Context: an optimization exercise on an open-source flow, tuned for small area, a short achievable clock period and few clock cycles. The choices shown serve that exercise and are no tape-out recipe. Function was checked by simulation only, so behaviour that the tests miss may differ from the original. Power figures rest on the tool's default switching activity, not on a simulated workload.

oak:
## rsc_viterbi_decoder
module rsc_viterbi_decoder #(
  parameter int K    = 120,
  parameter int PM_W = 9
) (
  input  logic clock,
  input  logic aclr,
  input  logic start,
  input  logic in_valid,
  input  logic x_in,
  input  logic z_in,
  output logic busy,
  output logic out_valid,
  output logic c_out,
  output logic out_last
);
  localparam int NSYM = K + 3;
  localparam int CW   = $clog2(NSYM + 1);
  localparam int PL   = K - 3;    
  localparam int MW   = 3;        
  logic          idle_r, acc_r, em_r;   
  logic          busy_r, busy_nx;
  logic [CW-1:0] cnt;
  logic          phi;
  logic          take, em_last;
  logic          v1, fsh, fa, fb, fl;    
  logic          x1, z1;
  logic [MW-1:0] pm     [8];
  logic          par;
  logic [MW-1:0] pm_nxt [8];
  logic [7:0]    d;
  logic [PL-1:0] st [8];
  logic [7:0]    s0, s1;
  logic          sh;
  logic [3:0]    ta;
  logic [1:0]    tb2;
  logic [2:0]    cur, hist;
  always_comb begin
    busy_r  = !idle_r;
    take    = acc_r & in_valid;
    em_last = (cnt == CW'(K - 1));
  end
  always_comb begin
    for (int k = 0; k < 4; k++) begin
      logic [MW-1:0] a, b, ai, bi, dh;
      logic lm, l0, le0, lo, cz, co, ct, dk, dk4, ck, ck4;
      a   = pm[2*k];
      b   = pm[2*k+1];
      dh  = b - a;
      lm  = (dh == 3'b110);
      l0  = dh[2];
      le0 = dh[2] | (dh == 3'b000);
      ai  = a + 3'd1;
      bi  = b + 3'd1;
      lo  = k[0] ^ par;
      co  = x1 ^ z1 ^ k[0] ^ k[1];
  ...
For scale: ~10 I/O pins, roughly 34000 µm² of cells after synthesis.
clock: 7.5 ns
lec_check: 0
abc_clock_period_in_ps: 2500
cap_margin: 20
core_margin: 2
core_utilization: 60
cts_cluster_diameter: 100
cts_cluster_size: 30
setup_slack_margin: 4.9
slew_margin: 20
run.sh (not shown) runs the stock make flow with config.mk's settings and CLKGATE_MAP_FILE= SYNTH_SCRIPT=/design/flow/synth_recipe.tcl, a recipe that flattens the netlist after the stock synthesis.
Testbench counts of oak, summed over its fixed seeds: cycles 47,040.
For pine, these inputs were changed with respect to oak:
Settings: changing SETUP_SLACK_MARGIN from 4.9 to 5.
Results
- No stage failed in pine, and the final checks on the layout all came back clean.
- In summary, oak completed successfully, with a layout that passed the timing, DRC and antenna checks.
- Compared with oak, in pine combinational share of power +0.7 points, maximum frequency saw an increase, worst slack at placement went down by 35 ps, count of unique library cells instantiated by Yosys level.
- Diff oak -> pine: final total power grew by about 0.54%; cell area saw little to no change.
- On cell count after synthesis, oak and pine are basically level.
- pine ended with less overall via count from detail_route than oak.
- Status: core utilization parity (oak, pine)
- On largest net degree at the start of global routing, the higher figure sits with oak, not pine.

---

Setup of tundra:
rsc_viterbi_decoder, a different RTL version from the one above (not shown whole).
For scale: about 2700 cells after synthesis, about 34000 um^2 of cells after synthesis.
export LEC_CHECK = 0
export ABC_CLOCK_PERIOD_IN_PS = 2500
export CAP_MARGIN = 20
export CORE_MARGIN = 2
export CORE_UTILIZATION = 72
export CTS_CLUSTER_DIAMETER = 100
export CTS_CLUSTER_SIZE = 30
export SETUP_SLACK_MARGIN = 5
export SLEW_MARGIN = 20
create_clock -name core_clock -period 7.5 [get_ports {clock}]
Testbench counts of tundra, summed over its fixed seeds: cycles 47,040.
What amber does differently from tundra at the input level:
-- flow/config.mk --
<<< tundra, line 11
export CORE_UTILIZATION = 72
>>> amber, line 11
export CORE_UTILIZATION = 60
==> summary.txt <==
- amber: all stages complete, timing, DRC and antenna checks passed
- | global-route usage | lower: amber |
- The run with more routed wire is amber, not tundra.
- Compared with tundra, amber shows a non-clock buffer instance count of the final layout that is 9.4% higher.
- Compared with tundra, amber shows a post-route clock period utilization that is 0.22 points lower.
- amber against tundra; number of tap cells added at floorplan is up by more than 10%.

---

Another version of the RTL of rsc_viterbi_decoder (not shown whole).
For scale: roughly 1000 flip-flops, about 0.034 mm2 of cells after synthesis.
export LEC_CHECK = 0
export ABC_CLOCK_PERIOD_IN_PS = 2500
export CAP_MARGIN = 20
export CORE_MARGIN = 2
export CORE_UTILIZATION = 60
export CTS_CLUSTER_DIAMETER = 100
export CTS_CLUSTER_SIZE = 30
export SETUP_SLACK_MARGIN = 5
export SLEW_MARGIN = 20
create_clock -name core_clock -period 7.5 [get_ports {clock}]
Testbench counts at the start, summed over its fixed seeds: cycles 47,040.
Then changed:
Settings changed: CORE_UTILIZATION 60 to 72.
After rerunning: The new run finished clean. Worst setup slack gets better by 16 ps. Critical path depth is unchanged. Die area fell by about a fifth. Wire length came out lower by a few percent. Synthesized cell count does not change. Final cell count decreases by a few percent. Clock skew falls by 7.7 ps. Cell area is lower slightly. Non-clock buffer count decreases by 1. Register-to-register slack got worse by 20 ps.

==> port drivers added, routing unchanged <==
Ports are ideal in the flow. The routed layouts listed here were re-timed in OpenROAD.
Step 1 sets driving cells, clkbuf_16 on the clock port and buf_2 on the other inputs (assumed; they add their load-dependent delay and slew).
Step 2 moves the port delays by t, midway between the first and last clock arrival at a register: inputs arrive t later, outputs are due t later. That takes back most of the time a late clock gives input paths.
Slacks: no drivers / after step 1 / after step 2; pairs: no drivers / after step 1.
| run | shift t [ns] | setup slack, ns | worst setup path at the end | clock arrival spread, ns | worst register clock-pin slew, ns |
|---|---|---|---|---|---|
| oak | 0.664 | 4.856 / 4.791 / 4.383 | input to register | 0.031 / 0.032 | 0.11 / 0.11 |
| pine | 0.658 | 4.871 / 4.809 / 4.447 | input to register | 0.029 / 0.028 | 0.11 / 0.11 |
| tundra | 0.657 | 4.816 / 4.812 / 4.549 | input to register | 0.028 / 0.028 | 0.11 / 0.11 |
| amber | 0.665 | 4.832 / 4.789 / 4.509 | input to register | 0.023 / 0.024 | 0.11 / 0.11 |
| the first run of note 3 | 0.674 | 4.837 / 4.773 / 4.501 | input to register | 0.047 / 0.047 | 0.11 / 0.11 |
| the second run of note 3 | 0.648 | 4.853 / 4.791 / 4.571 | input to register | 0.046 / 0.046 | 0.11 / 0.11 |
After both steps every run listed still meets setup and hold. For oak, which loses most, drivers alone change the setup slack by -0.065 ns; drivers and shift together by -0.473 ns.
